Context: an optimization exercise on an open-source flow, tuned for small area and few clock cycles per item. The choices shown serve that exercise and are no tape-out recipe.
Function was checked by simulation only, so behaviour that the tests miss may differ from the original.
Power figures rest on the tool's default switching activity, not on a simulated workload.

// xy_stepper_line_interpolator
module xy_stepper_line_interpolator #(
  parameter int unsigned POS_BITS = 24
) (
  input  logic                       clk_i,
  input  logic                       rst_ni,
  input  logic                       s_axis_tvalid,
  output logic                       s_axis_tready,
  input  logic [((2*POS_BITS+7)/8)*8-1:0] s_axis_tdata,
  input  logic [1:0]                 s_axis_tuser,
  output logic                       m_axis_tvalid,
  input  logic                       m_axis_tready,
  output logic [((2*POS_BITS+6+7)/8)*8-1:0] m_axis_tdata,
  input  logic                       cfg_valid_i,
  output logic                       cfg_ready_o,
  input  logic [1:0]                 cfg_index_i,
  input  logic [POS_BITS-2:0]        cfg_data_i
);
  localparam int unsigned OUT_BITS = ((2*POS_BITS+6+7)/8)*8;
  logic                       s_fire;
  logic                       m_vld_q, wr_q, core_busy, core_planned;
  logic                       x_pol, y_pol;
  logic [POS_BITS-2:0]        x_lim, y_lim;
  xyli_pkg::flags_t           flags;
  logic signed [POS_BITS-1:0] pos_x, pos_y;
  assign s_axis_tready = (!m_vld_q || m_axis_tready) && !core_busy && !wr_q;
  assign s_fire        = s_axis_tvalid && s_axis_tready;
  assign cfg_ready_o   = 1'b1;
  always_ff @(posedge clk_i or negedge rst_ni) begin
    if (!rst_ni) begin
      m_vld_q <= 1'b0;
      wr_q    <= 1'b0;
    end else begin
      m_vld_q <= (s_fire && !s_axis_tuser[0]) || core_planned || (m_vld_q && !m_axis_tready);
      wr_q    <= cfg_valid_i;
    end
  end
  xyli_cfg #(
    .POS_BITS (POS_BITS)
  ) u_cfg (
    .clk_i      (clk_i),
    .rst_ni     (rst_ni),
    .wr_en_i    (cfg_valid_i),
    .wr_index_i (xyli_pkg::cfg_reg_e'(cfg_index_i)),
    .wr_data_i  (cfg_data_i),
    .x_pol_o    (x_pol),
    .y_pol_o    (y_pol),
    .x_lim_o    (x_lim),
    .y_lim_o    (y_lim)
  );
  xyli_core #(
    .POS_BITS (POS_BITS)
  ) u_core (
    .clk_i   (clk_i),
    .rst_ni  (rst_ni),
    .en_i    (s_fire),
  ...
Size: ~1800 cells after synthesis, about 220 flip-flops, about 0.018 mm² of cells after synthesis.
Settings: LEC_CHECK=0, CAP_MARGIN=20, CORE_MARGIN=2, CORE_UTILIZATION=40, CTS_BUF_LIST=sky130_fd_sc_hd__clkbuf_8, SLEW_MARGIN=20; clock period 9.0 ns.
standard.sh (not shown) runs the stock make flow with config.mk's settings and CLKGATE_MAP_FILE= SYNTH_SCRIPT=/design/flow/synth_recipe.tcl, a recipe that flattens the netlist after the stock synthesis.
==> flow/flow/run.sh <==
#!/bin/bash
# The standard layout (the standard.sh), with the port buffers that ORFS puts on every
# input and output made the smallest buffer cell instead of the delay buffer it picks itself.
set -e
export BUFFER_PORTS_ARGS="-buffer_cell sky130_fd_sc_hd__buf_1"
bash standard.sh > standard.log 2>&1
Testbench counts at the start, summed over its fixed seeds: cycles 24,928, items 24,276.
Then changed:
--- a/flow/config.mk
+++ b/flow/config.mk
@@ -9,4 +9,3 @@
 export CORE_MARGIN = 2
-export CORE_UTILIZATION = 40
-export CTS_BUF_LIST = sky130_fd_sc_hd__clkbuf_8
+export CORE_UTILIZATION = 60
 export SLEW_MARGIN = 20
=> The changed run ran to the end with no violations. Setup slack gets worse by 0.011 ns. Non-clock buffer count goes up by 1. Flip-flop and latch count is unchanged. Wire length goes down by 3.7%. Cell area goes down by 0.57%. Die area goes down by 33%. Synthesized cell count does not change. Via count goes down by 1.9%. Sequential power hardly moves. Global-route usage goes up by 9.5 points.

---

Starting RTL as in the previous note.
==> flow/config.mk <==
export PLATFORM = sky130hd
export DESIGN_NAME = xy_stepper_line_interpolator
export DESIGN_NICKNAME = xy_stepper_line_interpolator
export VERILOG_FILES = /design/flow/design.v
export SDC_FILE = /design/flow/constraint.sdc
export NUM_CORES = 4
export LEC_CHECK = 0
export CAP_MARGIN = 20
export CORE_MARGIN = 2
export CORE_UTILIZATION = 40
export SLEW_MARGIN = 20
==> flow/constraint.sdc <==
create_clock -name core_clock -period 9.0 [get_ports {clk_i}]
set_input_delay 1.8000 -clock core_clock [delete_from_list [all_inputs] [get_ports {clk_i}]]
set_output_delay 1.8000 -clock core_clock [all_outputs]
set_load 0.01 [all_outputs]
Scripts as last shown in full above: flow/flow/run.sh
The first run finished clean.
Testbench counts at the start, summed over its fixed seeds: cycles 24,928, items 24,276.
Rerun with:
CTS_BUF_LIST = sky130_fd_sc_hd__clkbuf_16   (was default)
CTS_CLUSTER_DIAMETER = 100   (was default)
CTS_CLUSTER_SIZE = 25   (was default)
Global-route usage went down by 0.26 points.
Utilization went down by 0.78 points.
Flip-flop and latch count stays the same.
Register-to-register slack hardly moves.
Rerun with:
==> flow/run.sh (new file) <==
#!/bin/bash
# synth_recipe.tcl (not shown) runs the flow's synth.tcl, then flattens the netlist and writes it again
# the make line also repeats each setting of config.mk as NAME=value (left out here)
make -C /OpenROAD-flow-scripts/flow DESIGN_CONFIG=/design/flow/config.mk WORK_HOME=/design/flow/orfs CLKGATE_MAP_FILE= SYNTH_SCRIPT=/design/flow/synth_recipe.tcl finish
CTS_BUF_LIST = default   (was sky130_fd_sc_hd__clkbuf_16)
CTS_CLUSTER_DIAMETER = default   (was 100)
CTS_CLUSTER_SIZE = default   (was 25)
removed: flow/flow/run.sh
removed: flow/standard.sh
Utilization came out higher by 3.0 points.
Cell count came out higher slightly.
Clock-buffer cell count came out higher by 24.
Area after synthesis stays the same.
Global-route usage came out higher by 0.47 points.
Setup slack gains 14 ps.
Sequential power barely changes.

---

Another version of the RTL of xy_stepper_line_interpolator (not shown whole).
For scale: roughly 1700 cells after synthesis, roughly 220 flip-flops, about 140 I/O pins, ~18000 sq um of cells after synthesis.
// xy_stepper_line_interpolator
module xy_stepper_line_interpolator #(
  parameter int unsigned POS_BITS = 24
) (
  input  logic                       clk_i,
  input  logic                       rst_ni,
  input  logic                       s_axis_tvalid,
  output logic                       s_axis_tready,
  input  logic [((2*POS_BITS+7)/8)*8-1:0] s_axis_tdata,
  input  logic [1:0]                 s_axis_tuser,
  output logic                       m_axis_tvalid,
  input  logic                       m_axis_tready,
  output logic [((2*POS_BITS+6+7)/8)*8-1:0] m_axis_tdata,
  input  logic                       cfg_valid_i,
  output logic                       cfg_ready_o,
  input  logic [1:0]                 cfg_index_i,
  input  logic [POS_BITS-2:0]        cfg_data_i
);
export LEC_CHECK = 0
export CAP_MARGIN = 20
export CORE_MARGIN = 2
export CORE_UTILIZATION = 40
export CTS_BUF_LIST = sky130_fd_sc_hd__clkbuf_16
export CTS_CLUSTER_DIAMETER = 100
export CTS_CLUSTER_SIZE = 30
export SLEW_MARGIN = 20
create_clock -name core_clock -period 9.0 [get_ports {clk_i}]
==> flow/flow/run.sh <==
#!/bin/bash
# The standard layout (the standard.sh), with the port buffers that ORFS puts on every
# input and output made the smallest buffer cell instead of the delay buffer it picks itself.
set -e
export BUFFER_PORTS_ARGS="-buffer_cell sky130_fd_sc_hd__buf_1"
bash standard.sh > standard.log 2>&1
The first run went through all stages and came out clean.
Testbench counts at the start, summed over its fixed seeds: cycles 24,928, items 24,276.
Next try:
CTS_CLUSTER_SIZE = 25   (was 30)
Outcome: Clock skew is about the same; final area is about the same; first-iteration DRC count came out lower by 3.1%; synthesized area stays the same.
Next try:
GPL_TIMING_DRIVEN = 0   (was unset)
Wire length rises by about 13%. Clock-buffer cell count rises by 2. Critical path depth rises by 7. Maximum frequency falls by 0.86%. Non-clock buffer count rises by 79. Design area rises by 4.7%. Sequential share of layout area falls by 1.4 points. Final cell count rises by about 3.5%. Combinational power rises by about 7%.
Next try:
CTS_BUF_LIST = sky130_fd_sc_hd__clkbuf_8   (was sky130_fd_sc_hd__clkbuf_16)
CTS_CLUSTER_DIAMETER = 80   (was 100)
CTS_CLUSTER_SIZE = 15   (was 25)
GPL_TIMING_DRIVEN = unset   (was 0)
The new run ran to the end with no violations.
Design area shrinks by a few percent.
First-iteration DRC count is higher slightly.
Area after synthesis is unchanged.
Via count shrinks by a few percent.
Utilization went down by 2.3 points.
Die area stays the same.
Sequential cell count does not change.

==> static timing again, ports no longer ideal <==
In the flow no input, the clock included, has a driving cell. The finished layouts below were timed again as built, in two steps. Step 1, drivers: a clkbuf_16 drives clk_i and a buf_2 each remaining input, both assumed. Step 2 times the ports against the registers' clock, not the clock port: input delays grow and output delays shrink by t, the midpoint of the rising clock arrivals with the driver on. a / b / c = ideal / step 1 / step 2; a / b = the first two.
| run | t, ns | slack for setup (ns) | clock arrival spread, ns |
|---|---|---|---|
| the first run of note 1 | 0.599 | 0.297 / 0.297 / 0.208 | 0.038 / 0.038 |
| the second run of note 1 | 0.587 | 0.286 / 0.286 / 0.211 | 0.033 / 0.033 |
| the first run of note 2 | 0.595 | 0.296 / 0.296 / 0.221 | 0.022 / 0.023 |
| the second run of note 2 | 0.532 | 0.297 / 0.297 / 0.195 | 0.025 / 0.025 |
| the third run of note 2 | 0.615 | 0.311 / 0.311 / 0.145 | 0.020 / 0.021 |
| the first run of note 3 | 0.542 | 0.255 / 0.255 / 0.195 | 0.035 / 0.035 |
| the second run of note 3 | 0.530 | 0.272 / 0.272 / 0.164 | 0.033 / 0.033 |
| the third run of note 3 | 0.545 | 0.196 / 0.225 / -0.320 | 0.024 / 0.024 |
| the fourth run of note 3 | 0.607 | 0.266 / 0.266 / 0.185 | 0.042 / 0.043 |
With both steps, setup timing fails in the third run of note 3, where it was met with ideal ports. The setup slack of the third run of note 3, which loses most, moves by +0.029 ns with the drivers and by -0.516 ns with both steps.
